This is an optimization exercise on Yosys and OpenROAD, whose aim is small area and a short achievable clock period, not a production implementation.
In this exercise RTL edits were held to simulation tests only and were not proved equivalent to the original.

**flow/design.v**
```verilog
package pn_pkg;
    localparam int TOK_DEPTH = 12;               
    localparam logic [1:0] MODE_PREFIX  = 2'd2;
    localparam logic [1:0] MODE_POSTFIX = 2'd3;
    localparam logic [2:0] OP_ADD     = 3'd0;
    localparam logic [2:0] OP_SUB     = 3'd1;
    localparam logic [2:0] OP_MUL     = 3'd2;
    localparam logic [2:0] OP_ABS_SUM = 3'd3;
endpackage
`timescale 1ns/10ps
module pn_token_buffer (
    input  logic       clk,
    input  logic       in_valid,
    input  logic       operator,
    input  logic [2:0] in,
    output logic [2:0] val,          
    output logic       is_op,        
    output logic       op_sub,       
    output logic       op_mul,       
    output logic       op_abs,       
    output logic       op_sum        
);
    logic [3:0] ent [pn_pkg::TOK_DEPTH];
    logic [3:0] nxt;                 
    assign nxt = in_valid ? {operator, in} : ent[1];
    always_ff @(posedge clk) begin
        for (int i = 0; i < pn_pkg::TOK_DEPTH; i++) begin
            if (in_valid)
                ent[i] <= (i == 0) ? {operator, in} : ent[(i == 0) ? 0 : i - 1];
            else
                ent[i] <= (i == pn_pkg::TOK_DEPTH - 1) ? ent[i] : ent[(i == pn_pkg::TOK_DEPTH - 1) ? i : i + 1];
        end
        op_sub <= nxt[3] && nxt[2:0] == pn_pkg::OP_SUB;
        op_mul <= nxt[3] && nxt[2:0] == pn_pkg::OP_MUL;
        op_abs <= nxt[3] && nxt[2:0] == pn_pkg::OP_ABS_SUM;
        op_sum <= nxt[3] && !nxt[2] && nxt[1:0] != 2'd2;
    end
    assign val   = ent[0][2:0];
    assign is_op = ent[0][3];
endmodule
`timescale 1ns/10ps
module pn_stack_eval (
    input  logic        clk,
    input  logic        rst_n,
    input  logic        start,       
    input  logic        ev,          
    input  logic        fin,         
    input  logic [2:0]  val,         
    input  logic        is_op,
    input  logic        op_sub,
    input  logic        op_mul,
    input  logic        op_abs,
    input  logic        op_sum,
    input  logic        prefix,      
    output logic [17:0] result       
);
    logic [2:0]  depth;              
    logic        topx;               
    logic [17:0] x;
    logic [9:0]  y;
    logic [1:0]  xk;                 
    logic [1:0]  yk;                 
    logic [15:0] ram0;               
    logic [9:0]  ram1;               
    logic [6:0]  ram2;               
    logic [2:0]  ram3;               
    logic [1:0]  k0;                 
    logic [1:0]  k1;                 
    logic        k2;                 
    logic        sel_x;              
    logic        sel_y;
    logic        sel_r;
    logic [17:0] ys;
    logic        neg;
    logic [17:0] sum;
    logic [17:0] prd;
    logic [17:0] mag;
    logic [17:0] res;
    logic [2:0]  ksum;
    logic [1:0]  rk;                 
    logic        rbig;               
    logic [17:0] below;              
    logic [1:0]  bk;
    logic [17:0] nos;                
    logic [1:0]  nk;
    logic        push;
    logic        pop;
    logic [2:0]  nd;
    logic        ntopx;
    assign ys = {{8{y[9]}}, y};
    function automatic logic [17:0] booth_mul(input logic [17:0] a, input logic [9:0] b);
        logic [10:0] bb;
        logic [17:0] acc;
        logic [17:0] row;
        logic [18:0] a2;
        logic        one, two, ng;
        bb  = {b, 1'b0};
        a2  = {a, 1'b0};
        acc = '0;
        for (int i = 0; i < 5; i++) begin
            one = bb[2*i+1] ^ bb[2*i];
            two = (bb[2*i+2] & !bb[2*i+1] & !bb[2*i]) | (!bb[2*i+2] & bb[2*i+1] & bb[2*i]);
            ng  = bb[2*i+2];
            row = '0;
            for (int j = 0; j < 18; j++)
                row[j] = ((one & a[j]) | (two & a2[j])) ^ ng;
            acc = acc + (row << (2*i)) + ({17'd0, ng} << (2*i));
        end
        booth_mul = acc;
    endfunction
    always_comb begin
        sum = x + {{8{y[9] ^ op_sub}}, y ^ {10{op_sub}}} + {17'd0, op_sub};
        neg = op_sub ? (topx ^ prefix) : (op_abs && sum[17]);
        mag = neg ? -sum : sum;
        prd = booth_mul(x, y);
        res = ({18{op_mul}} & prd) | ({18{op_sum}} & mag);
        ksum = {1'b0, xk} + {1'b0, yk} + 3'd1;
        rk   = ksum[2] ? 2'd3 : ksum[1:0];
        rbig = ksum >= 3'd3;
        case (depth)
            3'd3:    begin below = {{2{ram0[15]}}, ram0}; bk = k0; end
            3'd4:    begin below = {{8{ram1[9]}}, ram1};  bk = k1; end
            3'd5:    begin below = {{11{ram2[6]}}, ram2}; bk = {1'b0, k2}; end
            default: begin below = {15'd0, ram3};         bk = 2'd0; end
        endcase
        nos = topx ? ys : x;
        nk  = topx ? yk : xk;
        push  = ev && depth != 3'd7 && !is_op;
        pop   = ev && depth != 3'd7 && is_op && depth >= 3'd2;
        nd    = depth;
        ntopx = topx;
        if (start) begin
            nd = '0;
        end else if (push) begin
            nd    = depth + 1'b1;
            ntopx = 1'b0;
        end else if (pop) begin
            nd    = depth - 1'b1;
            ntopx = rbig;
        end
    end
    always_ff @(posedge clk) begin
        depth <= nd;
        topx  <= ntopx;
        if (push) begin
            x  <= topx ? x : ys;
            xk <= topx ? xk : yk;
            y  <= {7'd0, val};
            yk <= 2'd0;
            case (depth)
                3'd2: begin ram0 <= nos[15:0]; k0 <= nk; end
                3'd3: begin ram1 <= nos[9:0];  k1 <= nk; end
                3'd4: begin ram2 <= nos[6:0];  k2 <= nk != 2'd0; end
                3'd5:       ram3 <= nos[2:0];
                default: ;
            endcase
        end else if (pop) begin
            if (rbig) begin
                x  <= res;
                xk <= rk;
                y  <= below[9:0];
                yk <= bk;
            end else begin
                x  <= below;
                xk <= bk;
                y  <= res[9:0];
                yk <= rk;
            end
        end
    end
    always_ff @(posedge clk or negedge rst_n) begin
        if (!rst_n) begin
            sel_x <= 1'b0;
            sel_y <= 1'b0;
            sel_r <= 1'b0;
        end else begin
            sel_x <= fin && ((nd == 3'd1 && ntopx) || (nd == 3'd2 && !ntopx));
            sel_y <= fin && ((nd == 3'd1 && !ntopx) || (nd == 3'd2 && ntopx));
            sel_r <= fin && nd >= 3'd3;
        end
    end
    assign result = ({18{sel_x}} & x) | ({18{sel_y}} & ys) | ({18{sel_r}} & {{2{ram0[15]}}, ram0});
endmodule
`timescale 1ns/10ps
module pn_top (
    input  logic        clk,
    input  logic        rst_n,
    input  logic        in_valid,
    input  logic [1:0]  mode,
    input  logic        operator,
    input  logic [2:0]  in,
    output logic        out_valid,
    output logic [31:0] out
);
    logic        recv;           
    logic [3:0]  cnt;
    logic        acc;            
    logic        prefix;
    logic        res_q;          
    logic [2:0]  val;
    logic        is_op;
    logic        op_sub;
    logic        op_mul;
    logic        op_abs;
    logic        op_sum;
    logic [17:0] result;
    logic        start;
    logic        drain;
    logic        ev;
    logic        fin;
    assign start = in_valid && !recv;
    assign drain = recv ? !in_valid : (cnt != 4'd0);
    assign ev    = acc && (recv ? (!prefix || !in_valid) : (prefix && cnt != 4'd0));
    assign fin   = acc && drain && (cnt == 4'd1);
    always_ff @(posedge clk or negedge rst_n) begin
        if (!rst_n) begin
            recv  <= 1'b0;
            cnt   <= '0;
            res_q <= 1'b0;
        end else begin
            res_q <= fin;
            if (start) begin
                recv <= 1'b1;
                cnt  <= 4'd1;
            end else if (recv && in_valid) begin
                cnt  <= cnt + 1'b1;
            end else if (drain) begin
                recv <= 1'b0;
                cnt  <= acc ? cnt - 1'b1 : 4'd0;
            end
        end
    end
    always_ff @(posedge clk) begin
        if (start) begin
            acc    <= mode[1];
            prefix <= !mode[0];
        end
    end
    pn_token_buffer i_token_buffer (
        .clk      (clk),
        .in_valid (in_valid),
        .operator (operator),
        .in       (in),
        .val      (val),
        .is_op    (is_op),
        .op_sub   (op_sub),
        .op_mul   (op_mul),
        .op_abs   (op_abs),
        .op_sum   (op_sum)
    );
    pn_stack_eval i_stack_eval (
        .clk    (clk),
        .rst_n  (rst_n),
        .start  (start),
        .ev     (ev),
        .fin    (fin),
        .val    (val),
        .is_op  (is_op),
        .op_sub (op_sub),
        .op_mul (op_mul),
        .op_abs (op_abs),
        .op_sum (op_sum),
        .prefix (prefix),
        .result (result)
    );
    assign out_valid = res_q;
    assign out       = {{14{result[17]}}, result};
endmodule
```
**flow/flow/run.sh**
```bash
#!/bin/bash
# the standard layout; the buffers that global placement puts on the ports
# are the smallest buffer cell instead of the one buffer_ports picks
set -e
export BUFFER_PORTS_ARGS="-buffer_cell sky130_fd_sc_hd__buf_1"
bash standard.sh > standard.log 2>&1
```
**flow/standard.sh**
```bash
#!/bin/bash
# synth_recipe.tcl (not shown) runs the flow's synth.tcl, then flattens the netlist and writes it again
# the make line also repeats each setting of config.mk as NAME=value (left out here)
make -C /OpenROAD-flow-scripts/flow DESIGN_CONFIG=/design/flow/config.mk WORK_HOME=/design/flow/orfs CLKGATE_MAP_FILE= SYNTH_SCRIPT=/design/flow/synth_recipe.tcl "${@:-finish}"
```
**flow/config.mk**
```make
export PLATFORM = sky130hd
export DESIGN_NAME = pn_top
export DESIGN_NICKNAME = pn_top
export VERILOG_FILES = /design/flow/design.v
export SDC_FILE = /design/flow/constraint.sdc
export NUM_CORES = 4
export LEC_CHECK = 0
export CAP_MARGIN = 20
export CORE_MARGIN = 2
export CORE_UTILIZATION = 40
export CTS_BUF_LIST = sky130_fd_sc_hd__clkbuf_8
export CTS_CLUSTER_DIAMETER = 50
export CTS_CLUSTER_SIZE = 20
export SETUP_SLACK_MARGIN = 5
export SLEW_MARGIN = 20
```
**flow/constraint.sdc**
```tcl
create_clock -name core_clock -period 11.0 [get_ports {clk}]
set_input_delay 2.2000 -clock core_clock [delete_from_list [all_inputs] [get_ports {clk}]]
set_output_delay 2.2000 -clock core_clock [all_outputs]
set_load 0.01 [all_outputs]
```
==> results.txt, run 1 <==
Outcome:
- The run finished with no timing, DRC or antenna violations.

Clock tree:
- The number of gates resized after CTS is 0.
- In this run the post-CTS setup repair buffer count came out at 0.
- The clock slew at the register clock pins of the worst setup and hold paths is 0.09 ns.
- The clock drives 140 sinks.
- The tree is rooted in a sky130_fd_sc_hd__clkbuf_8.
- The count of H-tree levels built during CTS is 4.
- At the later pin of the worst-skew pair, clock insertion delay measures 0.48 ns.
- TritonCTS built the clock tree.
- The number of hold buffers added after CTS was 0.
- The deepest clock path buffer count is 2.
- The number of buffers created by CTS is 17.

Floorplanning:
- The number of core rows is 63.
- The die covers 31,900 sq um.
- The vertical die dimension is 179 um.
- The die span in x is 179 um.
- After floorplanning, the core was sized to cover 29,800 sq um.
- Once the floorplan was initialized, standard cells occupied 40.9% of the core.
- The number of top-level pins is 42.

Routing:
- The total iterations of the first detailed-routing run is 6.
- The total number of vias is 10,780.
- The first routing iteration left 1,381 violations.
- The wire length per cell is 19.1 um.
- The via density per instance is 5.93.
- Summed over all layers, the routed wires come to 34.7 mm.
- The DRC violation count after routing is 0.
- The number of nets still failing antenna checks after routing is 0.

Global routing:
- For this run the aggregate overflow at the end of global routing stands at 0.
- The via count of the first global-routing pass is 10,117.
- The first global-routing pass estimated 55.8 mm of wire.
- The number of antenna violations at the first check in global routing was 0.
- The global routing usage summed across all routing layers is 22.3%.
- Entering global routing, the biggest net connects 68 pins.

Yosys:
- Sorting the synthesized cells by area gives the leading types as sky130_fd_sc_hd__edfxtp_1, sky130_fd_sc_hd__dfxtp_1, sky130_fd_sc_hd__ha_1, sky130_fd_sc_hd__fa_1, sky130_fd_sc_hd__a21oi_1.
- The cell area that synthesis handed to floorplanning was 12,200 sq um.
- The number of enable-type register cells in the synthesized netlist is 70.
- Synthesis produced a netlist with a net count of 1,580.
- The cell taking the most area after synthesis is sky130_fd_sc_hd__edfxtp_1.
- Synthesis produced a netlist whose cell count is 1,473.
- The synthesis-stage register bit count is 140.
- The unique cell type count in the Yosys netlist is 68.
- The average cell area after synthesis is 8.27 sq um.
- Among all flip-flop cells after synthesis, the most frequent one is sky130_fd_sc_hd__edfxtp_1.
- The share of synthesized area in the top cell type comes to 17.3%.
- In the synthesized netlist the async set-or-reset flop fraction comes to 6.43%.
- The warning count from the yosys run is 4.
- The share of the yosys chip area belonging to registers is 29.1%.

Cells and area:
- At the end of the flow, the number of nets in the layout was 1,521.
- The area growth from synthesis to layout is 5.36%.
- 0 antenna diodes ended up in the layout.
- The fraction of layout instances using a drive strength above 1 is 8.20%.

Critical path:
- The standard cell with the maximum stage delay on the critical path is sky130_fd_sc_hd__and2_1.
- The first element of the critical path is i_stack_eval.y[2].
- Traced cell by cell, the critical path runs through xor2_1 > and2_1 > a221oi_1 > fa_1 > inv_1 > fa_1 > inv_1 > fa_1 > ha_1 > o21ai_0 > o21ai_0 > nand3_1 > a21o_1 > a21oi_1 > a31oi_1 > xnor2_1 > nand2_1 > o2111ai_1.
- By instance count, the cell type seen most on the critical path is sky130_fd_sc_hd__fa_1.
- STA classifies the critical path endpoint as a flop.
- In this run the worst path has a maximum fanout of 14.
- The startpoint of the worst-slack reg-to-reg timing path is i_stack_eval.y[2].
- The maximum cell stage delay along the critical path is 0.61 ns.
- The signal arrival time at the worst endpoint is 5.58 ns.
- The nature of the critical path startpoint is a flop.
- The category of the most critical setup path is reg -> reg.
- At the worst endpoint, the required time is 11.19 ns.

Worst hold path:
- The path class of the tightest hold or removal check is reg -> reg.
- The worst hold path begins at i_token_buffer.ent[10][0].

Timing:
- After layout, the minimum clock period comes to 5.38 ns.
- The highest achievable clock rate is 186 MHz.
- The final max-slew violation count was 0.
- The normalized max-slew margin is 29.4%.
- The number of failing setup endpoints in the final timing report is 0.
- The largest clock skew in the final design is 0.0309 ns.
- Hold timing on the final database bottoms out at a slack of 0.436 ns.
- At the pin with the least slew margin, the transition time is 1.06 ns.
- In the final timing run, aggregate negative setup slack is 0 ns.
- In the finished design, the share of the clock period the worst path needs comes to 48.9%.
- Setup repair after global routing left no endpoint under its margin.
- After layout, the worst setup slack is 5.62 ns.
- The final count of hold timing violations was 0.

Placement:
- Input and output buffers added on the ports amount to 41.
- Prior to clock tree synthesis, the placed netlist has a worst setup slack of 5.45 ns.
- The congestion estimate from routability-driven global placement came to 0.905.
- Detailed placement ended at an HPWL of 24.3 mm.

Job:
- Across the run, the number of max-cap violations was 0.
[routing by layer]
| layer | part of all wire (%) | vias up | wire [um] | global-route usage, % |
|---|---|---|---|---|
| met3 | 8.6 | 53 | 2990 | 4.58 |
| li1 | - | 5150 | - | - |
| met1 | 44 | 5129 | 15400 | 31.3 |
| met5 | 0 | - | 0 | 0 |
| met4 | 2.1 | 0 | 740 | 6.54 |
| met2 | 45 | 448 | 15500 | 34.6 |
[flip-flops by register name, indices dropped and copies added, names as in the netlist, 3 cells and up]
register,cells
i_stack_eval.ram3,3
i_stack_eval.ram0,16
i_stack_eval.ram2,7
i_stack_eval.depth,3
i_stack_eval.ram1,10
i_stack_eval.x,18
i_stack_eval.y,10
cnt,4
i_token_buffer.ent,48
[per-stage QoR]
step | instances | area (sq um) | util, %
after floorplan | 1473 | 12200 | -
after global placement | 1785 | 12400 | 41.7
after detailed placement | 1785 | 12400 | 41.7
after CTS | 1817 | 12800 | 43.1
after global routing | 1817 | 12800 | 43.1
final | 1817 | 12800 | 43.1
[layout by cell type (no fill, tap or decap), drive strengths merged, types with 7 or more instances in the layout]
cell and count:
o21a 11, a21oi 121, nor2 104, a22oi 14, nor4 7, maj3 26, dfxtp 61, mux2 50
ha 61, buf 59, a21o 11, xnor2 50, and2 9, inv 107, nand2 144, or3 10
a222oi 16, o21ai 134, nor2b 10, nor3b 7, nand2b 16, xor2 34, o211ai 13, fa 37
edfxtp 70, o31ai 8, nand3 28, and3 7, dfrtp 9, o22ai 32, clkbuf 18, a31oi 15
nor3 30, a211oi 18, a221oi 18
[final cells by class]
| class | instances | area [sq um] |
|---|---|---|
| Fill cell | 3029 | 17000 |
| Multi-Input combinational cell | 1100 | 7720 |
| Sequential cell | 140 | 3550 |
| Timing Repair Buffer | 60 | 298 |
| Tap cell | 390 | 488 |
| Clock inverter | 15 | 185 |
| Clock buffer | 17 | 234 |
| Inverter | 95 | 357 |
[synthesized netlist by cell type, types with 15 or more instances]
master	count
sky130_fd_sc_hd__a31oi_1	15
sky130_fd_sc_hd__nor3_1	30
sky130_fd_sc_hd__xnor2_1	50
sky130_fd_sc_hd__nand3_1	28
sky130_fd_sc_hd__a21oi_1	121
sky130_fd_sc_hd__o21ai_0	119
sky130_fd_sc_hd__fa_1	37
sky130_fd_sc_hd__buf_1	23
sky130_fd_sc_hd__clkbuf_1	97
sky130_fd_sc_hd__a221oi_1	18
sky130_fd_sc_hd__nand2_1	144
sky130_fd_sc_hd__xor2_1	34
sky130_fd_sc_hd__edfxtp_1	70
sky130_fd_sc_hd__inv_1	95
sky130_fd_sc_hd__mux2_2	50
sky130_fd_sc_hd__maj3_1	26
sky130_fd_sc_hd__a211oi_1	18
sky130_fd_sc_hd__nand2b_1	16
sky130_fd_sc_hd__o22ai_1	32
sky130_fd_sc_hd__o21ai_1	15
sky130_fd_sc_hd__ha_1	61
sky130_fd_sc_hd__dfxtp_1	61
sky130_fd_sc_hd__nor2_1	104
sky130_fd_sc_hd__a222oi_1	16
[logic make-up after synthesis]
family	count (synthesis)	synth area share, %
AOI/OAI and AO/OA	448	23.0
and+or+nand+nor	388	14.5
buffers and inverters	233	7.70
DFF	140	29.1
adders and majority gates	124	14.5
xor gates and xnor gates	84	6.04
muxes	56	5.15
[final timing paths]
check | to | slack [ns] | cells after the start
worst max-delay path | i_stack_eval.x[17] | 5.62 | 18
worst min-delay path | i_token_buffer.ent[11][0] | 0.44 | 0
worst max register to register | i_stack_eval.x[17] | 5.62 | 18
worst min register to register | i_token_buffer.ent[11][0] | 0.44 | 0
max in group asynchronous | i_stack_eval.sel_y | 8.95 | 1
min in group asynchronous | res_q | 1.66 | 1
[worst max-delay path: cells and delay by family, from the launching register on]
| family | cells | cell delay [ns] |
|---|---|---|
| AO/OA/AOI/OAI | 7 | 1.16 |
| XOR/XNOR | 2 | 0.59 |
| flip-flops | 1 | 0.57 |
| AND/OR/NAND/NOR | 3 | 0.81 |
| adder cells (fa/ha/maj) | 4 | 1.87 |
| buffers and inverters | 2 | 0.11 |
==> run 2: changes to the inputs <==
==> flow/flow/run.sh (replaced) <==
#!/bin/bash
set -e
export BUFFER_PORTS_ARGS="-buffer_cell sky130_fd_sc_hd__buf_1"
export SETUP_SLACK_MARGIN=6
bash standard.sh > standard.log 2>&1
--- a/flow/config.mk
+++ b/flow/config.mk
@@ -11,5 +11,4 @@
 export CTS_BUF_LIST = sky130_fd_sc_hd__clkbuf_8
 export CTS_CLUSTER_DIAMETER = 50
 export CTS_CLUSTER_SIZE = 20
-export SETUP_SLACK_MARGIN = 5
 export SLEW_MARGIN = 20
==> run 2 against run 1 <==
Critical path type unchanged. Critical path depth is the same. Hold slack gained 0.0037 ns. Maximum frequency grew 12%. Register-to-register slack gained 0.57 ns. Via count grew 0.17%.
==> results.txt, run 2 <==
Yosys:
- The share of the yosys chip area belonging to registers is 29.1% (unchanged).
- The post-synthesis net count came to 1,580 (unchanged).
- The primary flip-flop cell chosen by synthesis mapping is sky130_fd_sc_hd__edfxtp_1.
- By count the netlist is led by sky130_fd_sc_hd__nand2_1, sky130_fd_sc_hd__a21oi_1, sky130_fd_sc_hd__o21ai_0, sky130_fd_sc_hd__nor2_1, sky130_fd_sc_hd__clkbuf_1.
- The async set-or-reset flop fraction in the synthesized netlist was 6.43% (unchanged).
- The warning count from the yosys run came to 4 (unchanged).
- Ranked by total cell area, the synthesized netlist is headed by sky130_fd_sc_hd__edfxtp_1, sky130_fd_sc_hd__dfxtp_1, sky130_fd_sc_hd__ha_1, sky130_fd_sc_hd__fa_1, sky130_fd_sc_hd__a21oi_1.
- The most numerous cell in the Yosys netlist is sky130_fd_sc_hd__nand2_1.
- The synthesis-stage register bit count was 140 (unchanged).
- The cell taking the most area after synthesis is sky130_fd_sc_hd__edfxtp_1.
- The unique cell type count in the Yosys netlist is 68 (unchanged).
- The average cell area after synthesis was 8.27 sq um (unchanged).
- The top cell type's share of synthesized area came to 17.3% (unchanged).
- The number of enable-type register cells in the synthesized netlist came to 70 (unchanged).
- The gate count of the mapped netlist is 1,473 (unchanged).
- The synthesized area is 12,200 sq um (unchanged).

Cells and area:
- The number of antenna cells inserted is 0 (unchanged).
- From synthesis to final layout, the design area changed by 9.29%.
- In the layout the commonest cells are sky130_fd_sc_hd__nand2_1, sky130_fd_sc_hd__a21oi_1, sky130_fd_sc_hd__o21ai_0.
- The largest registers in the layout are i_token_buffer.ent: 48 flops, i_stack_eval.x: 18 flops, i_stack_eval.ram0: 16 flops.
- Leaving out fill and tap cells, the most frequent cell in the layout is sky130_fd_sc_hd__nand2_1.
- The number of filler cells placed in the layout is 2,948 (-2.7%).
- The register with the most flip-flops in the final layout is i_token_buffer.ent.
- The number of nets in the layout was 1,562 (+2.7%).
- The number of flip-flops under the largest register name came to 48 (unchanged).
- The fraction of layout instances using a drive strength above 1 is 11.4% (+3.2 points).
- The post-route non-filler standard cell count is 1,858 (+2.3%).

Critical path:
- The endpoint identified for the worst register-to-register timing path is i_stack_eval.x[16].
- The slack of the worst reg-to-reg path was 6.19 ns (+0.57 ns).
- The number of cells on the worst reg-to-reg path is 18 (unchanged).
- The largest driver fanout on the critical path came to 29 (+15).
- The endpoint type of the worst setup path is a flop.
- The setup path with the least slack is of type reg -> reg.
- In this run the critical register-to-register path is launched from i_stack_eval.y[9].
- The data required time of the worst path came to 11.20 ns (about the same).
- The signal arrival time at the worst endpoint is 5.01 ns (-0.57 ns).
- The worst setup path is launched from a flop.

Outcome:
- The run finished with no timing, DRC or antenna violations.

Routing:
- The total number of vias is 10,798 (+0.17%).
- The total iterations of the first detailed-routing run is 9 (+3).
- The count of routing violations after the opening detailed-route iteration is 1,005 (-27%).
- The via density per instance was 5.81 (-2.0%).
- The number of nets still failing antenna checks after routing came to 0 (unchanged).
- The wire length per cell is 18.6 um (-2.4%).
- The DRC violation count after routing came to 0 (unchanged).
- The detailed-route wire length is 34.6 mm (-0.19%).

Timing:
- Setup repair after global routing could not meet its margin everywhere.
- The highest achievable clock rate is 208 MHz (+12%).
- The slew at the pin with the worst max-slew slack is 1.00 ns (-0.0543 ns).
- The number of failing setup endpoints in the final timing report is 0 (unchanged).
- The sum of negative setup slack is 0 ns (unchanged).
- The final max-slew violation count was 0 (unchanged).
- The normalized max-slew margin is 33.1% (+3.6 points).
- The minimum clock period after layout is 4.81 ns (-0.574 ns).
- The largest clock skew in the final design was 0.0218 ns (-0.00907 ns).
- The share of the cycle needed by the critical path after routing is 43.7% (-5.2 points).
- The final count of hold timing violations is 0 (unchanged).

Clock tree:
- The hold-fix buffer count after cts is 0 (unchanged).
- The clock root buffer is sky130_fd_sc_hd__clkbuf_8.
- The count of H-tree levels built during CTS is 4 (unchanged).
- The number of clock sinks is 140 (unchanged).
- The clock latency at the later pin of the worst-skew pair is 0.47 ns (about the same).
- The number of buffers created by CTS was 17 (unchanged).
- The deepest clock path buffer count is 2 (unchanged).
- The clock slew at the register clock pins of the worst setup and hold paths is 0.10 ns (about the same).
- TritonCTS built the clock tree.

Global routing:
- The global routing usage summed across all routing layers is 21.7% (-0.65 points).
- The total grt overflow is 0 (unchanged).
- The largest net degree at the start of global routing came to 68 (unchanged).
- The via count of the first global-routing pass came to 9,842 (-2.7%).
- The number of antenna violations at the first check in global routing is 0 (unchanged).
- The global-route wire length before repair was 54.1 mm (-2.9%).

Floorplanning:
- The starting density of the core is 40.9% (unchanged).
- The number of top-level pins is 42 (unchanged).
- The die span in x is 179 um (unchanged).
- The die area came to 31,900 sq um (unchanged).
- The number of core rows came to 63 (unchanged).
- The area inside the core boundary is 29,800 sq um (unchanged).
- The vertical die dimension was 179 um (unchanged).

Worst hold path:
- The path class of the tightest hold or removal check is reg -> reg.
- The count of cells along the worst hold path came to 0 (unchanged).
- The capture endpoint of the worst hold path is i_token_buffer.ent[11][0].
- The launch point of the worst hold path is i_token_buffer.ent[10][0].

Placement:
- The final estimated routing congestion in global placement is 0.913 (+0.87%).
- The number of cells after detailed placement is 1,787 (+0.11%).
- The final HPWL from detailed placement is 24.0 mm (-1.0%).
- The port buffer count is 41 (unchanged).

Job:
- The number of max-cap violations is 0 (unchanged).
[run 2: worst max path at each step]
stage | from | to | slack [ns] | cells after the start
6_report | i_stack_eval.y[9] | i_stack_eval.x[16] | 6.19 | 18
5_1_grt | i_stack_eval.y[1] | i_stack_eval.x[16] | 5.94 | 21
4_1_cts | i_stack_eval.y[1] | i_stack_eval.x[16] | 6.00 | 19
3_5_place_dp | i_stack_eval.y[3] | i_stack_eval.x[17] | 5.60 | 18
3_3_place_gp | i_stack_eval.y[3] | i_stack_eval.x[16] | 5.74 | 18
2_1_floorplan | i_stack_eval.y[6] | i_stack_eval.x[16] | 6.17 | 21
[run 2: metal layers]
metal / vias up / part of all wire, % / track usage [%]
met5: - / 0 / 0
met4: 0 / 2.4 / 6.84
met3: 53 / 7.7 / 3.73
met2: 391 / 45 / 34.1
met1: 5115 / 45 / 30.2
li1: 5239 / - / -
[run 2: logic make-up after synthesis]
family,share of synthesized area [%]
xor+xnor,6.04
fa+ha+maj,14.5
compound gates,23.0
flops,29.1
mux,5.15
simple gates,14.5
buf+inv,7.70
[run 2: critical path, cell delays in order (launching register included)]
cell                       delay (ns)
sky130_fd_sc_hd__dfxtp_1         0.35
sky130_fd_sc_hd__buf_4           0.34
sky130_fd_sc_hd__inv_1           0.24
sky130_fd_sc_hd__nand3_1         0.13
sky130_fd_sc_hd__o21ai_0         0.09
sky130_fd_sc_hd__a21oi_1         0.26
sky130_fd_sc_hd__fa_1            0.48
sky130_fd_sc_hd__fa_1            0.56
sky130_fd_sc_hd__inv_1           0.06
sky130_fd_sc_hd__fa_1            0.54
sky130_fd_sc_hd__inv_1           0.05
sky130_fd_sc_hd__ha_1            0.35
sky130_fd_sc_hd__nand3_1         0.08
sky130_fd_sc_hd__o211ai_1        0.28
sky130_fd_sc_hd__nor4_2          0.09
sky130_fd_sc_hd__o41ai_1         0.31
sky130_fd_sc_hd__xor2_1          0.12
sky130_fd_sc_hd__nand2_1         0.09
sky130_fd_sc_hd__o211ai_1        0.09
[run 2: per-stage QoR]
stage	instance area (sq um)	hold WS (ns)	setup slack (ns)	util, %
floorplan	12200	0.404	6.17	-
global placement	12400	0.410	5.74	41.7
detailed placement	12400	0.414	5.60	41.7
CTS	13100	0.444	6.00	43.8
global route	13300	0.460	5.94	44.7
finish	13300	0.439	6.19	44.7
[run 2: timing repair]
item | 4_1_cts | 5_1_grt
gates cloned | 0 | 2
pin swaps | 0 | 1
setup endpoints to repair | 9 | 9
setup buffers | 20 | 17
hold endpoints to repair | 0 | 0
gates resized for setup | 10 | 25
[run 2: cell type report]
| type | instances | area, sq um | area share [%] |
|---|---|---|---|
| multi-input cells | 1100 | 7770 | 58.4 |
| flip-flops and latches | 140 | 3550 | 26.7 |
| repair buffers | 101 | 706 | 5.30 |
| well taps | 390 | 488 | 3.67 |
| inverters | 95 | 360 | 2.71 |
| clock buffers | 17 | 234 | 1.76 |
| clock inverters | 15 | 194 | 1.46 |
==> run 3: changes to the inputs <==
--- a/flow/design.v
+++ b/flow/design.v
@@ -58,6 +58,8 @@
     logic        topx;               
     logic [17:0] x;
     logic [9:0]  y;
+    logic [9:0]  ysel;               
+    logic [9:0]  ynew;
     logic [1:0]  xk;                 
     logic [1:0]  yk;                 
     logic [15:0] ram0;               
@@ -88,22 +90,27 @@
     logic [2:0]  nd;
     logic        ntopx;
     assign ys = {{8{y[9]}}, y};
-    function automatic logic [17:0] booth_mul(input logic [17:0] a, input logic [9:0] b);
+    function automatic logic [9:0] booth_sel(input logic [9:0] b);
         logic [10:0] bb;
+        bb = {b, 1'b0};
+        for (int i = 0; i < 5; i++) begin
+            booth_sel[i]     = bb[2*i+1] ^ bb[2*i];
+            booth_sel[5 + i] = (bb[2*i+2] & !bb[2*i+1] & !bb[2*i]) | (!bb[2*i+2] & bb[2*i+1] & bb[2*i]);
+        end
+    endfunction
+    function automatic logic [17:0] booth_mul(input logic [17:0] a, input logic [9:0] b,
+                                              input logic [9:0] sel);
         logic [17:0] acc;
         logic [17:0] row;
         logic [18:0] a2;
-        logic        one, two, ng;
-        bb  = {b, 1'b0};
+        logic        ng;
         a2  = {a, 1'b0};
         acc = '0;
         for (int i = 0; i < 5; i++) begin
-            one = bb[2*i+1] ^ bb[2*i];
-            two = (bb[2*i+2] & !bb[2*i+1] & !bb[2*i]) | (!bb[2*i+2] & bb[2*i+1] & bb[2*i]);
-            ng  = bb[2*i+2];
+            ng  = b[2*i+1];
             row = '0;
             for (int j = 0; j < 18; j++)
-                row[j] = ((one & a[j]) | (two & a2[j])) ^ ng;
+                row[j] = ((sel[i] & a[j]) | (sel[5 + i] & a2[j])) ^ ng;
             acc = acc + (row << (2*i)) + ({17'd0, ng} << (2*i));
         end
         booth_mul = acc;
@@ -112,7 +119,7 @@
         sum = x + {{8{y[9] ^ op_sub}}, y ^ {10{op_sub}}} + {17'd0, op_sub};
         neg = op_sub ? (topx ^ prefix) : (op_abs && sum[17]);
         mag = neg ? -sum : sum;
-        prd = booth_mul(x, y);
+        prd = booth_mul(x, y, ysel);
         res = ({18{op_mul}} & prd) | ({18{op_sum}} & mag);
         ksum = {1'b0, xk} + {1'b0, yk} + 3'd1;
         rk   = ksum[2] ? 2'd3 : ksum[1:0];
@@ -125,6 +132,7 @@
         endcase
         nos = topx ? ys : x;
         nk  = topx ? yk : xk;
+        ynew  = !is_op ? {7'd0, val} : rbig ? below[9:0] : res[9:0];
         push  = ev && depth != 3'd7 && !is_op;
         pop   = ev && depth != 3'd7 && is_op && depth >= 3'd2;
         nd    = depth;
@@ -145,7 +153,8 @@
         if (push) begin
             x  <= topx ? x : ys;
             xk <= topx ? xk : yk;
-            y  <= {7'd0, val};
+            y  <= ynew;
+            ysel <= booth_sel(ynew);
             yk <= 2'd0;
             case (depth)
                 3'd2: begin ram0 <= nos[15:0]; k0 <= nk; end
@@ -158,12 +167,14 @@
             if (rbig) begin
                 x  <= res;
                 xk <= rk;
-                y  <= below[9:0];
+                y  <= ynew;
+                ysel <= booth_sel(ynew);
                 yk <= bk;
             end else begin
                 x  <= below;
                 xk <= bk;
-                y  <= res[9:0];
+                y  <= ynew;
+                ysel <= booth_sel(ynew);
                 yk <= rk;
             end
         end
==> run 3 against run 2 <==
Final cell count fell by 12%. Flip-flop and latch count is 9 higher. Non-clock buffer count rose by 19. Sequential share of layout area is 3.6 points higher. Core utilization up 1.5 points. Critical path depth is 10 lower. Highest routed layer unchanged.
==> results.txt, run 3 <==
Routing:
- The via density per instance came to 5.65 (-2.7%).
- The DRC violation count after routing was 0 (unchanged).
- The detailed-route wire length is 31.9 mm (-8.0%).
- The wire length per cell is 19.5 um (+4.9%).
- The number of nets still failing antenna checks after routing came to 0 (unchanged).
- The total number of vias is 9,216 (-15%).
- The count of routing violations after the opening detailed-route iteration is 890 (-11%).
- The total iterations of the first detailed-routing run came to 6 (-3).

Clock tree:
- The number of buffers created by CTS is 17 (unchanged).
- The number of clock sinks is 149 (+6.4%).
- The clock latency at the later pin of the worst-skew pair came to 0.47 ns (about the same).
- The deepest clock path buffer count was 2 (unchanged).
- The TritonCTS clock tree is done.
- The clock slew at the register clock pins of the worst setup and hold paths is 0.11 ns (about the same).
- The root buffer cell chosen for the clock tree is sky130_fd_sc_hd__clkbuf_8.
- The count of H-tree levels built during CTS came to 4 (unchanged).

Critical path:
- The data required time of the worst path is 11.09 ns (-0.11 ns).
- The largest driver fanout on the critical path is 55 (+90%).
- The signal arrival time at the worst endpoint is 4.99 ns (-0.02 ns).
- The nature of the critical path startpoint is an input port.
- The category of the most critical setup path is in -> reg.
- STA classifies the critical path endpoint as a flop.

Yosys:
- The unique cell type count in the Yosys netlist is 78 (+15%).
- The synthesized area was 11,300 sq um (-7.2%).
- The gate count of the mapped netlist is 1,188 (-19%).
- The async set-or-reset flop fraction in the synthesized netlist came to 6.04% (-0.39 points).
- In the post-synthesis netlist, the biggest area contributors are sky130_fd_sc_hd__edfxtp_1, sky130_fd_sc_hd__dfxtp_1, sky130_fd_sc_hd__xnor2_1, sky130_fd_sc_hd__ha_1, sky130_fd_sc_hd__fa_1.
- In the synthesized netlist, the cells that appear most often are sky130_fd_sc_hd__inv_1, sky130_fd_sc_hd__nand2_1, sky130_fd_sc_hd__xnor2_1, sky130_fd_sc_hd__edfxtp_1, sky130_fd_sc_hd__a22oi_1.
- The synthesized design spends more area on one cell type than any other, namely sky130_fd_sc_hd__edfxtp_1.
- The number of enable-type register cells in the synthesized netlist is 86 (+23%).
- The primary flip-flop cell chosen by synthesis mapping is sky130_fd_sc_hd__edfxtp_1.
- The top cell type's share of synthesized area is 22.8% (+5.6 points).
- The share of the yosys chip area belonging to registers came to 34.4% (+5.3 points).
- In the post-synthesis netlist, the cell with the most instances is sky130_fd_sc_hd__inv_1.
- The warning count from the yosys run was 4 (unchanged).
- The average cell area after synthesis is 9.52 sq um (+15%).
- The post-synthesis net count is 1,295 (-18%).
- The synthesis-stage register bit count was 149 (+6.4%).

Timing:
- The share of the cycle needed by the critical path after routing is 44.6% (+0.90 points).
- The minimum clock period after layout is 4.91 ns (+0.0989 ns).
- The highest achievable clock rate is 204 MHz (-2.0%).
- The sum of negative setup slack is 0 ns (unchanged).
- The final count of hold timing violations was 0 (unchanged).
- The final worst-path setup slack is 6.09 ns (-0.0989 ns).
- The normalized max-slew margin is 21.6% (-11 points).
- The largest clock skew in the final design is 0.0102 ns (-0.0116 ns).
- Setup repair after global routing could not meet its margin everywhere.
- The number of failing setup endpoints in the final timing report is 0 (unchanged).
- The final max-slew violation count was 0 (unchanged).
- The slew at the pin with the worst max-slew slack is 1.18 ns (+0.172 ns).

Floorplanning:
- The die area is 29,600 sq um (-7.0%).
- The area inside the core boundary is 27,800 sq um (-6.8%).
- The starting density of the core is 40.7% (-0.17 points).
- The vertical die dimension is 172 um (-3.6%).
- The number of core rows came to 61 (-3.2%).
- The die span in x is 172 um (-3.6%).
- The number of top-level pins is 42 (unchanged).

Cells and area:
- The number of nets in the layout is 1,346 (-14%).
- In the final layout, the registers with the most flip-flops are i_token_buffer.ent: 48 flops, i_stack_eval.x: 18 flops, i_stack_eval.ram0: 16 flops.
- The synthesis-to-finish area growth is 13.4%.
- The fraction of layout instances using a drive strength above 1 is 17.1% (+5.6 points).
- In the layout the commonest cells are sky130_fd_sc_hd__inv_1, sky130_fd_sc_hd__nand2_1, sky130_fd_sc_hd__xnor2_1.
- The number of antenna cells inserted was 0 (unchanged).
- The register with the most flip-flops is i_token_buffer.ent.
- The number of flip-flops under the largest register name is 48 (unchanged).
- The most common cell after layout, fill and taps aside is sky130_fd_sc_hd__inv_1.

Global routing:
- The global-route wire length before repair is 48.7 mm (-10%).
- The global routing usage summed across all routing layers is 21.6% (-0.049 points).
- The total grt overflow was 0 (unchanged).
- The largest net degree at the start of global routing was 56 (-18%).
- The number of antenna violations at the first check in global routing was 0 (unchanged).
- The via count of the first global-routing pass was 8,669 (-12%).

Placement:
- The post-placement setup slack is 5.43 ns (-0.174 ns).
- The port buffer count is 41 (unchanged).
- The final HPWL from detailed placement is 21.8 mm (-9.2%).
- The final estimated routing congestion in global placement was 0.901 (-1.3%).

Outcome:
- The flow ran to the end and the layout has no timing, DRC or antenna violations.

Worst hold path:
- The path class of the lowest-slack min-delay path is reg -> reg.

Job:
- The number of max-cap violations is 0 (unchanged).
==> run 3: cell types whose count changed in the layout (fill, tap and decap cells not counted), moves of 27 or more <==
| cell | previous run | this run |
|---|---|---|
| sky130_fd_sc_hd__a21oi_1 | 120 | 48 |
| sky130_fd_sc_hd__xnor2_1 | 50 | 92 |
| sky130_fd_sc_hd__nor2_1 | 103 | 54 |
| sky130_fd_sc_hd__o21ai_0 | 115 | 50 |
| sky130_fd_sc_hd__a22oi_1 | 14 | 70 |
| sky130_fd_sc_hd__buf_4 | 48 | 75 |
| sky130_fd_sc_hd__nand2_1 | 143 | 96 |
| sky130_fd_sc_hd__o22ai_1 | 32 | 4 |
==> run 3: what timing repair did <==
| action | in CTS | in global routing |
|---|---|---|
| buffers inserted | 54 | 17 |
| gates cloned | 0 | 0 |
| hold buffers | 0 | 0 |
| setup endpoints to repair | 18 | 13 |
| gates resized for setup | 4 | 30 |
| pin swaps | 0 | 17 |
==> run 3: critical path, cell delays in order <==
cell and delay [ns]:
sky130_fd_sc_hd__clkbuf_2 0.08, sky130_fd_sc_hd__buf_4 0.31, sky130_fd_sc_hd__and2_1 0.29, sky130_fd_sc_hd__a2111oi_0 0.47, sky130_fd_sc_hd__buf_4 0.22, sky130_fd_sc_hd__and2_0 0.12, sky130_fd_sc_hd__buf_4 0.29, sky130_fd_sc_hd__and3_1 1.00
==> run 3: worst paths after layout <==
kind | startpoint | endpoint | slack, ns | depth (start not counted)
worst max-delay path | in_valid | i_stack_eval.ram0[5] | 6.09 | 8
max in group asynchronous | rst_n | recv | 9.02 | 1
worst max register to register | i_stack_eval.x[0] | i_stack_eval.x[10] | 6.16 | 13
worst min-delay path | i_token_buffer.ent[10][1] | i_token_buffer.ent[11][1] | 0.44 | 0
worst min register to register | i_token_buffer.ent[10][1] | i_token_buffer.ent[11][1] | 0.44 | 0
min in group asynchronous | rst_n | cnt[2] | 1.65 | 1
==> run 3: final cells by class <==
type | count | area, sq um
clock buffer | 17 | 234
clock inverter | 15 | 200
fill | 2708 | 15000
inverter | 100 | 375
multi-input combinational | 851 | 6850
sequential | 149 | 3890
tap | 378 | 473
timing repair buffer | 120 | 798
==> run 3: metrics by stage <==
stage                     hold slack, ns  std cells  cell area, sq um  util, %
final                              0.436       1630             12800     46.2
after global routing               0.458       1630             12800     46.2
after CTS                          0.443       1613             12500     45.1
after detailed placement           0.416       1527             11600     41.8
after global placement             0.407       1527             11600     41.8
after floorplan                    0.404       1188             11300        -
==> run 3: cells by family (layout without fill, tap and decap cells) <==
family	count (synthesis)	after routing	share of synthesized area, %
adders and majority gates	98	98	13.3
DFF	149	149	34.4
AOI/OAI and AO/OA	293	293	17.8
and+or+nand+nor	262	262	11.0
xor gates and xnor gates	134	134	10.4
buffers and inverters	188	252	6.74
muxes	64	64	6.31
==> run 3: per-layer routing <==
| layer | vias to the layer above | wire (um) | global-route usage, % |
|---|---|---|---|
| li1 | 4342 | - | - |
| met1 | 4415 | 13300 | 28.8 |
| met2 | 412 | 14900 | 35.4 |
| met3 | 47 | 3000 | 4.94 |
| met4 | 0 | 649 | 6.03 |
| met5 | - | 0 | 0 |
==> run 4: changes to the inputs <==
==> flow/flow/run.sh (replaced) <==
#!/bin/bash
set -e
export BUFFER_PORTS_ARGS="-buffer_cell sky130_fd_sc_hd__buf_1"
export SETUP_SLACK_MARGIN=7
bash standard.sh > standard.log 2>&1
==> run 4 against run 3 <==
Still clean on timing, DRC and antenna. Cell area rose by 10%. Clock skew increased by 0.024 ns. Global-route usage grew 0.67 points. Die area unchanged. Worst setup slack better by 0.21 ns. Core utilization grew 4.6 points. Via count increased by 5.7%.
==> results.txt, run 4 <==
Outcome:
- The run finished with no timing, DRC or antenna violations.

Yosys:
- The most numerous cell in the Yosys netlist is sky130_fd_sc_hd__inv_1.
- The main combinational cell family by area after synthesis is compound AO/OA/AOI/OAI gates.
- The parity-gate share of the synthesized area counting xor and xnor cells is 10.4% (unchanged).
- The average cell area after synthesis is 9.52 sq um (unchanged).
- The async set-or-reset flop fraction in the synthesized netlist is 6.04% (unchanged).
- The gate count of the mapped netlist is 1,188 (unchanged).
- The warning count from the yosys run is 4 (unchanged).
- The primary flip-flop cell chosen by synthesis mapping is sky130_fd_sc_hd__edfxtp_1.
- The top cell type's share of synthesized area is 22.8% (unchanged).
- The cell taking the most area after synthesis is sky130_fd_sc_hd__edfxtp_1.
- The proportion of synthesized area in mux cells is 6.31% (unchanged).
- Counting instances in the post-synthesis netlist gives the leading cell types as sky130_fd_sc_hd__inv_1, sky130_fd_sc_hd__nand2_1, sky130_fd_sc_hd__xnor2_1, sky130_fd_sc_hd__edfxtp_1, sky130_fd_sc_hd__a22oi_1.
- The area fraction in compound gates after synthesis is 17.8% (unchanged).
- The number of enable-type register cells in the synthesized netlist is 86 (unchanged).
- The adder-cell share of the synthesized area is 13.3% (unchanged).
- The synthesized area came to 11,300 sq um (unchanged).
- The post-synthesis net count was 1,295 (unchanged).
- The share of the yosys chip area belonging to registers is 34.4% (unchanged).
- In the post-synthesis netlist, the biggest area contributors are sky130_fd_sc_hd__edfxtp_1, sky130_fd_sc_hd__dfxtp_1, sky130_fd_sc_hd__xnor2_1, sky130_fd_sc_hd__ha_1, sky130_fd_sc_hd__fa_1.
- The synthesis-stage register bit count came to 149 (unchanged).
- The unique cell type count in the Yosys netlist is 78 (unchanged).
- The synthesized-area fraction occupied by and/or/nand/nor cells is 11.0% (unchanged).

Routing:
- The detailed-route wire length came to 33.4 mm (+4.7%).
- The via density per instance is 5.74 (+1.5%).
- The wire length per cell is 19.7 um (+0.59%).
- The total iterations of the first detailed-routing run is 8 (+2).
- The total number of vias came to 9,738 (+5.7%).
- The count of routing violations after the opening detailed-route iteration is 978 (+9.9%).
- The DRC violation count after routing is 0 (unchanged).
- The number of nets still failing antenna checks after routing is 0 (unchanged).

Cells and area:
- The largest registers in the layout are i_token_buffer.ent: 48 flops, i_stack_eval.x: 18 flops, i_stack_eval.ram0: 16 flops.
- The post-route non-filler standard cell count was 1,697 (+4.1%).
- The number of flip-flops under the largest register name was 48 (unchanged).
- The library cells used most frequently in the layout, excluding fill and tap cells, are sky130_fd_sc_hd__buf_4, sky130_fd_sc_hd__inv_1, sky130_fd_sc_hd__xnor2_1.
- The number of antenna cells inserted is 0 (unchanged).
- i_token_buffer.ent holds more flip-flops than any other register.
- The fraction of layout instances using a drive strength above 1 came to 28.6% (+11 points).
- The number of filler cells placed in the layout is 2,535 (-6.4%).
- The synthesis-to-finish area growth is 24.8%.
- The number of nets in the layout is 1,413 (+5.0%).
- The library cell used most frequently in the layout, excluding fill and tap cells, is sky130_fd_sc_hd__buf_4.

Timing:
- The final count of hold timing violations is 0 (unchanged).
- The share of the cycle needed by the critical path after routing is 42.7% (-1.9 points).
- The final worst-path setup slack came to 6.30 ns (+0.211 ns).
- The slew at the pin with the worst max-slew slack is 0.922 ns (-0.253 ns).
- The normalized max-slew margin is 38.5% (+17 points).
- Setup repair after global routing could not meet its margin everywhere.
- The largest clock skew in the final design is 0.0343 ns (+0.0240 ns).
- The sum of negative setup slack is 0 ns (unchanged).
- The minimum clock period after layout was 4.70 ns (-0.211 ns).
- The highest achievable clock rate is 213 MHz (+4.5%).
- The number of failing setup endpoints in the final timing report came to 0 (unchanged).
- The final max-slew violation count is 0 (unchanged).
- The final-layout worst hold slack is 0.447 ns (+0.0109 ns).

Floorplanning:
- The die area is 29,600 sq um (unchanged).
- The starting density of the core is 40.7% (unchanged).
- The vertical die dimension was 172 um (unchanged).
- The area inside the core boundary is 27,800 sq um (unchanged).
- The die span in x is 172 um (unchanged).
- The number of core rows was 61 (unchanged).
- The number of top-level pins is 42 (unchanged).

Clock tree:
- The deepest clock path buffer count was 2 (unchanged).
- The clock slew at the register clock pins of the worst setup and hold paths is 0.12 ns (about the same).
- The tree is rooted in a sky130_fd_sc_hd__clkbuf_8.
- The number of buffers created by CTS is 17 (unchanged).
- The TritonCTS clock tree is done.
- The number of clock sinks is 149 (unchanged).
- The hold-fix buffer count after cts is 0 (unchanged).
- The clock latency at the later pin of the worst-skew pair is 0.47 ns (about the same).
- The count of H-tree levels built during CTS was 4 (unchanged).

Placement:
- The post-placement setup slack is 5.84 ns (+0.405 ns).
- The final estimated routing congestion in global placement is 0.863 (-4.2%).
- The port buffer count is 41 (unchanged).
- The number of cells after detailed placement is 1,526 (-0.065%).
- The final HPWL from detailed placement is 21.8 mm (about the same).

Critical path:
- Walking the worst path, the cells encountered are buf_6 > a22oi_2 > xnor2_1 > fa_1 > inv_1 > fa_1 > inv_2 > fa_1 > ha_4 > buf_4 > nor2_4 > a211oi_4 > buf_4 > buf_6 > xor2_4 > nand2_1 > a21oi_2 > o31ai_4 > or2_4 > o22ai_2.
- The largest driver fanout on the critical path is 4 (-93%).
- By startpoint and endpoint, the worst setup path is classified as reg -> reg.
- The cell type with the highest occurrence count on the critical path is sky130_fd_sc_hd__fa_1.
- In this design, the largest share of critical-path delay is due to adder cells.
- The slowest stage of the critical path belongs to the cell sky130_fd_sc_hd__fa_1.
- The signal arrival time at the worst endpoint came to 5.01 ns (+0.02 ns).
- The total buffers and inverters traversed by the critical path was 6 (+2).
- The worst setup path is launched from a flop.
- The data required time of the worst path is 11.32 ns (+0.23 ns).
- The maximum cell stage delay along the critical path is 0.52 ns (-0.48 ns).
- The worst setup path is captured at a flop.

Global routing:
- The met2 capacity usage during global routing is 35.6% (+0.19 points).
- The total grt overflow was 0 (unchanged).
- The global-route wire length before repair was 50.6 mm (+4.1%).
- The largest net degree at the start of global routing is 56 (unchanged).
- The routing layer with the top usage in global route is met2.
- The met3 track utilization from global routing came to 4.21% (-0.73 points).
- The global-route met1 utilization is 30.3% (+1.5 points).
- The number of antenna violations at the first check in global routing is 0 (unchanged).
- The global routing usage summed across all routing layers was 22.3% (+0.67 points).
- The via count of the first global-routing pass is 9,135 (+5.4%).

Job:
- The number of max-cap violations is 0 (unchanged).

Worst hold path:
- The path class of the lowest-slack min-delay path is reg -> reg.
## run 4: final cells by class
type                            count  area, sq um  share of cell area (%)
Clock buffer                       17          234                    1.66
Multi-Input combinational cell    854         7430                    52.6
Clock inverter                     15          155                    1.10
Inverter                          100          375                    2.66
Sequential cell                   149         3890                    27.6
Tap cell                          378          473                    3.35
Timing Repair Buffer              184         1550                    11.0
## run 4: final timing paths
kind / startpoint / to / cells after the start / slack, ns
worst min register to register: i_token_buffer.ent[10][1] / i_token_buffer.ent[11][1] / 0 / 0.45
max in group asynchronous: rst_n / i_stack_eval.sel_x / 1 / 8.94
min in group asynchronous: rst_n / cnt[2] / 1 / 1.66
worst min-delay path: i_token_buffer.ent[10][1] / i_token_buffer.ent[11][1] / 0 / 0.45
worst max-delay path: i_stack_eval.x[3] / i_stack_eval.ysel[9] / 20 / 6.30
worst max register to register: i_stack_eval.x[3] / i_stack_eval.ysel[9] / 20 / 6.30
## run 4: kinds of logic after synthesis
kind of cell,count (synthesis)
compound gates,293
simple gates,262
buf+inv,188
flops,149
xor+xnor,134
fa+ha+maj,98
mux,64
## run 4: repair_timing
item	4_1_cts	5_1_grt
resized for setup	91	117
setup buffers	97	36
gates cloned	4	2
pin swaps	55	40
endpoints found under the setup margin	146	86
hold endpoints to repair	0	0
## run 4: metal layers
metal  vias up  wire length [um]  part of all wire (%)
met5         -                 0                     0
met4         0              1230                   3.7
met3        76              2440                   7.3
met2       409             15400                    46
met1      4766             14300                    43
li1       4487                 -                     -
## run 4: per-stage QoR
step                area [sq um]  util (%)
detailed placement         11800      42.4
global placement           11800      42.4
global route               14100      50.8
finish                     14100      50.8
CTS                        13400      48.1
floorplan                  11600         -
## run 4: worst reg2reg max path: stages, from the launching register on
cell and delay [ns]:
sky130_fd_sc_hd__edfxtp_1 0.49, sky130_fd_sc_hd__buf_6 0.16, sky130_fd_sc_hd__a22oi_2 0.15, sky130_fd_sc_hd__xnor2_1 0.11, sky130_fd_sc_hd__fa_1 0.52, sky130_fd_sc_hd__inv_1 0.06
sky130_fd_sc_hd__fa_1 0.51, sky130_fd_sc_hd__inv_2 0.04, sky130_fd_sc_hd__fa_1 0.49, sky130_fd_sc_hd__ha_4 0.33, sky130_fd_sc_hd__buf_4 0.13, sky130_fd_sc_hd__nor2_4 0.04
sky130_fd_sc_hd__a211oi_4 0.26, sky130_fd_sc_hd__buf_4 0.16, sky130_fd_sc_hd__buf_6 0.11, sky130_fd_sc_hd__xor2_4 0.16, sky130_fd_sc_hd__nand2_1 0.09, sky130_fd_sc_hd__a21oi_2 0.24
sky130_fd_sc_hd__o31ai_4 0.11, sky130_fd_sc_hd__or2_4 0.26, sky130_fd_sc_hd__o22ai_2 0.13
==> run 5: changes to the inputs <==
--- a/flow/design.v
+++ b/flow/design.v
@@ -77,7 +77,9 @@
     logic [17:0] sum;
     logic [17:0] prd;
     logic [17:0] mag;
-    logic [17:0] res;
+    logic [17:0] xnew;
+    logic        x_mul, x_sum, x_blw, x_ys, x_hold;
+    logic        y_mul, y_sum, y_blw, y_hold;
     logic [2:0]  ksum;
     logic [1:0]  rk;                 
     logic        rbig;               
@@ -120,7 +122,6 @@
         neg = op_sub ? (topx ^ prefix) : (op_abs && sum[17]);
         mag = neg ? -sum : sum;
         prd = booth_mul(x, y, ysel);
-        res = ({18{op_mul}} & prd) | ({18{op_sum}} & mag);
         ksum = {1'b0, xk} + {1'b0, yk} + 3'd1;
         rk   = ksum[2] ? 2'd3 : ksum[1:0];
         rbig = ksum >= 3'd3;
@@ -132,7 +133,6 @@
         endcase
         nos = topx ? ys : x;
         nk  = topx ? yk : xk;
-        ynew  = !is_op ? {7'd0, val} : rbig ? below[9:0] : res[9:0];
         push  = ev && depth != 3'd7 && !is_op;
         pop   = ev && depth != 3'd7 && is_op && depth >= 3'd2;
         nd    = depth;
@@ -147,14 +147,29 @@
             ntopx = rbig;
         end
     end
+    always_comb begin
+        x_mul  = pop && rbig && op_mul;
+        x_sum  = pop && rbig && op_sum;
+        x_blw  = pop && !rbig;
+        x_ys   = push && !topx;
+        x_hold = !pop && !x_ys;
+        y_mul  = pop && !rbig && op_mul;
+        y_sum  = pop && !rbig && op_sum;
+        y_blw  = pop && rbig;
+        y_hold = !pop && !push;
+        xnew = ({18{x_mul}} & prd) | ({18{x_sum}} & mag) | ({18{x_blw}} & below) |
+               ({18{x_ys}} & ys) | ({18{x_hold}} & x);
+        ynew = ({10{y_mul}} & prd[9:0]) | ({10{y_sum}} & mag[9:0]) | ({10{y_blw}} & below[9:0]) |
+               ({10{push}} & {7'd0, val}) | ({10{y_hold}} & y);
+    end
     always_ff @(posedge clk) begin
         depth <= nd;
         topx  <= ntopx;
+        x     <= xnew;
+        y     <= ynew;
+        ysel  <= booth_sel(ynew);
         if (push) begin
-            x  <= topx ? x : ys;
             xk <= topx ? xk : yk;
-            y  <= ynew;
-            ysel <= booth_sel(ynew);
             yk <= 2'd0;
             case (depth)
                 3'd2: begin ram0 <= nos[15:0]; k0 <= nk; end
@@ -164,19 +179,8 @@
                 default: ;
             endcase
         end else if (pop) begin
-            if (rbig) begin
-                x  <= res;
-                xk <= rk;
-                y  <= ynew;
-                ysel <= booth_sel(ynew);
-                yk <= bk;
-            end else begin
-                x  <= below;
-                xk <= bk;
-                y  <= ynew;
-                ysel <= booth_sel(ynew);
-                yk <= rk;
-            end
+            xk <= rbig ? rk : bk;
+            yk <= rbig ? bk : rk;
         end
     end
     always_ff @(posedge clk or negedge rst_n) begin
==> flow/flow/run.sh (replaced) <==
#!/bin/bash
set -e
export BUFFER_PORTS_ARGS="-buffer_cell sky130_fd_sc_hd__buf_1"
export SETUP_SLACK_MARGIN=6.5
bash standard.sh > standard.log 2>&1
==> run 5 against run 4 <==
Still clean. Sequential share of layout area grew 2.5 points. Final cell count fell by 12%. Cell area down 16%. Via count shrank 11%. Non-clock buffer count is 126 lower. Flip-flop and latch count is the same. Maximum frequency up 5.8%. Critical endpoint is now i_stack_eval.x[16]. Largest cell class unchanged.
==> results.txt, run 5 <==
Floorplanning:
- The vertical die dimension is 169 um (-1.9%).
- The number of core rows is 60 (-1.6%).
- The die area is 28,500 sq um (-3.7%).
- The starting density of the core is 40.6% (-0.11 points).
- The area inside the core boundary is 26,800 sq um (-3.5%).
- The number of top-level pins is 42 (unchanged).
- The die span in x is 169 um (-1.9%).

Clock tree:
- The clock latency at the later pin of the worst-skew pair came to 0.47 ns (about the same).
- The count of H-tree levels built during CTS is 4 (unchanged).
- The TritonCTS clock tree is done.
- The hold-fix buffer count after cts was 0 (unchanged).
- The number of buffers created by CTS is 17 (unchanged).
- The clock root buffer is sky130_fd_sc_hd__clkbuf_8.
- The number of clock sinks was 149 (unchanged).
- The clock slew at the register clock pins of the worst setup and hold paths came to 0.09 ns (-0.03 ns).
- The deepest clock path buffer count is 2 (unchanged).

Placement:
- The port buffer count is 41 (unchanged).
- The final HPWL from detailed placement came to 20.9 mm (-4.4%).
- The final estimated routing congestion in global placement is 0.880 (+1.9%).
- The post-placement setup slack is 5.75 ns (-0.0855 ns).

Yosys:
- Ranked by total cell area, the synthesized netlist is headed by sky130_fd_sc_hd__dfxtp_1, sky130_fd_sc_hd__edfxtp_1, sky130_fd_sc_hd__xnor2_1, sky130_fd_sc_hd__ha_1, sky130_fd_sc_hd__fa_1.
- Among all cell types in the netlist, the one instantiated most often is sky130_fd_sc_hd__xnor2_1.
- The number of enable-type register cells in the synthesized netlist came to 49 (-43%).
- The average cell area after synthesis is 9.48 sq um (-0.36%).
- The warning count from the yosys run is 4 (unchanged).
- The synthesis-stage register bit count is 149 (unchanged).
- By count the netlist is led by sky130_fd_sc_hd__xnor2_1, sky130_fd_sc_hd__dfxtp_1, sky130_fd_sc_hd__inv_1, sky130_fd_sc_hd__nand2_1, sky130_fd_sc_hd__a22oi_1.
- The gate count of the mapped netlist is 1,147 (-3.5%).
- The top cell type's share of synthesized area was 16.7% (-6.1 points).
- The share of the yosys chip area belonging to registers is 32.3% (-2.0 points).
- The post-synthesis net count is 1,254 (-3.2%).
- The async set-or-reset flop fraction in the synthesized netlist was 6.04% (unchanged).
- The synthesized design spends more area on one cell type than any other, namely sky130_fd_sc_hd__dfxtp_1.
- The primary flip-flop cell chosen by synthesis mapping is sky130_fd_sc_hd__dfxtp_1.
- The synthesized area is 10,900 sq um (-3.8%).
- The unique cell type count in the Yosys netlist is 73 (-6.4%).

Cells and area:
- The fraction of layout instances using a drive strength above 1 is 14.0% (-15 points).
- The library cell used most frequently in the layout, excluding fill and tap cells, is sky130_fd_sc_hd__xnor2_1.
- The number of antenna cells inserted is 0 (unchanged).
- The number of flip-flops under the largest register name was 48 (unchanged).
- The synthesis-to-finish area growth is 8.73%.
- In the layout the commonest cells are sky130_fd_sc_hd__xnor2_1, sky130_fd_sc_hd__inv_1, sky130_fd_sc_hd__nand2_1.
- The number of nets in the layout is 1,240 (-12%).
- The register with the most flip-flops is i_token_buffer.ent.
- The largest registers in the layout are i_token_buffer.ent: 48 flops, i_stack_eval.x: 18 flops, i_stack_eval.ram0: 16 flops.

Global routing:
- The total grt overflow is 0 (unchanged).
- The via count of the first global-routing pass is 8,523 (-6.7%).
- The global-route wire length before repair was 46.3 mm (-8.6%).
- The global routing usage summed across all routing layers is 20.7% (-1.6 points).
- The number of antenna violations at the first check in global routing was 0 (unchanged).
- The largest net degree at the start of global routing is 55 (-1.8%).

Worst hold path:
- The tightest min-delay check is of the reg -> reg type.
- The launch point of the worst hold path is i_token_buffer.ent[10][1].

Timing:
- The final worst-path setup slack came to 6.56 ns (+0.256 ns).
- The slew at the pin with the worst max-slew slack was 1.06 ns (+0.140 ns).
- The share of the cycle needed by the critical path after routing is 40.4% (-2.3 points).
- The sum of negative setup slack was 0 ns (unchanged).
- Setup repair after global routing could not meet its margin everywhere.
- The final count of hold timing violations is 0 (unchanged).
- The largest clock skew in the final design came to 0.0104 ns (-0.0239 ns).
- The highest achievable clock rate is 225 MHz (+5.8%).
- The final max-slew violation count is 0 (unchanged).
- The minimum clock period after layout is 4.44 ns (-0.256 ns).
- The normalized max-slew margin came to 29.2% (-9.3 points).
- The number of failing setup endpoints in the final timing report is 0 (unchanged).
- The final-layout worst hold slack was 0.435 ns (-0.0114 ns).

Critical path:
- The largest driver fanout on the critical path came to 13 (+9).
- Among the stages of the critical path, the cell type that occurs most often is sky130_fd_sc_hd__o21a_1.
- On the critical path the largest part of the delay comes from adder cells.
- The maximum cell stage delay along the critical path is 0.53 ns (about the same).
- Tracing the worst setup path back leads to its startpoint at i_stack_eval.y[7].
- The category of the most critical setup path is reg -> reg.
- The signal arrival time at the worst endpoint is 4.79 ns (-0.22 ns).
- The data required time of the worst path came to 11.35 ns (+0.03 ns).
- The endpoint type of the worst setup path is a flop.
- The standard cell with the maximum stage delay on the critical path is sky130_fd_sc_hd__fa_1.
- The total buffers and inverters traversed by the critical path is 1 (-5).
- The startpoint of the worst-slack reg-to-reg timing path is i_stack_eval.y[7].
- Traced cell by cell, the critical path runs through buf_4 > xnor2_1 > fa_1 > fa_1 > ha_1 > ha_1 > nor2b_1 > o21a_1 > o21a_1 > o21a_1 > o41ai_4 > o21ai_2 > a21oi_1 > mux2i_1 > o211ai_1.
- STA classifies the critical path startpoint as a flop.

Routing:
- The via density per instance is 5.80 (+1.1%).
- The number of nets still failing antenna checks after routing was 0 (unchanged).
- The wire length per cell came to 19.6 um (-0.58%).
- The detailed-route wire length is 29.1 mm (-13%).
- The total iterations of the first detailed-routing run is 5 (-3).
- The count of routing violations after the opening detailed-route iteration is 705 (-28%).
- The total number of vias came to 8,627 (-11%).
- The DRC violation count after routing is 0 (unchanged).

Outcome:
- The flow ran to the end and the layout has no timing, DRC or antenna violations.

Job:
- The number of max-cap violations came to 0 (unchanged).
## run 5: per-layer routing
layer / routed length (um) / GRT usage (%) / share of wire, % / vias to the layer above
li1: - / - / - / 4061
met1: 12200 / 26.3 / 42 / 4152
met5: 0 / 0 / 0 / -
met2: 14000 / 34.8 / 48 / 342
met4: 949 / 8.73 / 3.3 / 0
met3: 1890 / 3.48 / 6.5 / 72
## run 5: worst paths after layout
path                                              to  slack (ns)  cells after the start
setup / recovery                  i_stack_eval.x[16]        6.56                     15
min in group asynchronous         i_stack_eval.sel_r        1.66                      1
hold / removal             i_token_buffer.ent[11][1]        0.44                      0
hold reg to reg            i_token_buffer.ent[11][1]        0.44                      0
setup reg to reg                  i_stack_eval.x[16]        6.56                     15
max in group asynchronous                     cnt[0]        9.01                      1
## run 5: worst register-to-register path: stages, from the launching register on
cell	delay (ns)
sky130_fd_sc_hd__dfxtp_2	0.46
sky130_fd_sc_hd__buf_4	0.31
sky130_fd_sc_hd__xnor2_1	0.16
sky130_fd_sc_hd__fa_1	0.53
sky130_fd_sc_hd__fa_1	0.51
sky130_fd_sc_hd__ha_1	0.31
sky130_fd_sc_hd__ha_1	0.35
sky130_fd_sc_hd__nor2b_1	0.16
sky130_fd_sc_hd__o21a_1	0.18
sky130_fd_sc_hd__o21a_1	0.18
sky130_fd_sc_hd__o21a_1	0.21
sky130_fd_sc_hd__o41ai_4	0.35
sky130_fd_sc_hd__o21ai_2	0.12
sky130_fd_sc_hd__a21oi_1	0.19
sky130_fd_sc_hd__mux2i_1	0.20
sky130_fd_sc_hd__o211ai_1	0.10
## run 5: cell families (layout without fill, tap and decap cells)
group                    count (synthesis)  after routing  synth area share [%]
multiplexers                            67             67                  6.79
XOR/XNOR                               136            136                  10.9
flip-flops                             149            149                  32.3
buffers and inverters                  182            181                  6.91
AO/OA/AOI/OAI                          291            291                  19.4
AND/OR/NAND/NOR                        224            224                  9.75
adder cells (fa/ha/maj)                 98             98                  13.8
## run 5: cell type report
cell class,count,area [sq um]
Sequential cell,149,3570
Clock buffer,17,234
Clock inverter,15,189
Fill cell,2563,15000
Tap cell,341,427
Inverter,91,342
Multi-Input combinational cell,816,6750
Timing Repair Buffer,58,324
## run 5: timing repair
action                                  4_1_cts  5_1_grt
gates resized for setup                      23       45
endpoints found under the setup margin       45       31
pin swaps                                     0        7
setup buffers                                 0        5
## run 5: through the flow
step                util (%)  instance area, sq um  instances
floorplan                  -                 10900       1147
global placement        41.6                 11100       1450
detailed placement      41.6                 11100       1450
CTS                     43.3                 11600       1482
global route            44.1                 11800       1487
finish                  44.1                 11800       1487

## what the ideal ports hide
Ports are ideal in the flow. The routed layouts listed here were re-timed in OpenROAD. Step 1 (the two cells are an assumption about what drives the block):
set clk [get_ports {clk}]
set_driving_cell -lib_cell sky130_fd_sc_hd__clkbuf_16 $clk
set_driving_cell -lib_cell sky130_fd_sc_hd__buf_2 [delete_from_list [all_inputs] $clk]
Step 2 also shifts input and output timing later by t, the mid clock arrival at the registers, as if the neighbouring blocks saw the same clock. Three values: ideal, step 1, step 2; two values: the first two.
run	t, ns	setup WS [ns]	pins driven straight from the clock port
run 1	0.506	5.617 / 5.617 / 5.517	1
run 2	0.500	6.191 / 6.191 / 5.840	1
run 3	0.510	6.092 / 6.115 / 5.605	1
run 4	0.503	6.303 / 6.303 / 6.303	1
run 5	0.500	6.559 / 6.559 / 6.087	1
After both steps every run listed still meets setup and hold. The setup slack of run 3, which loses most, moves by +0.023 ns with the drivers and by -0.487 ns with both steps.
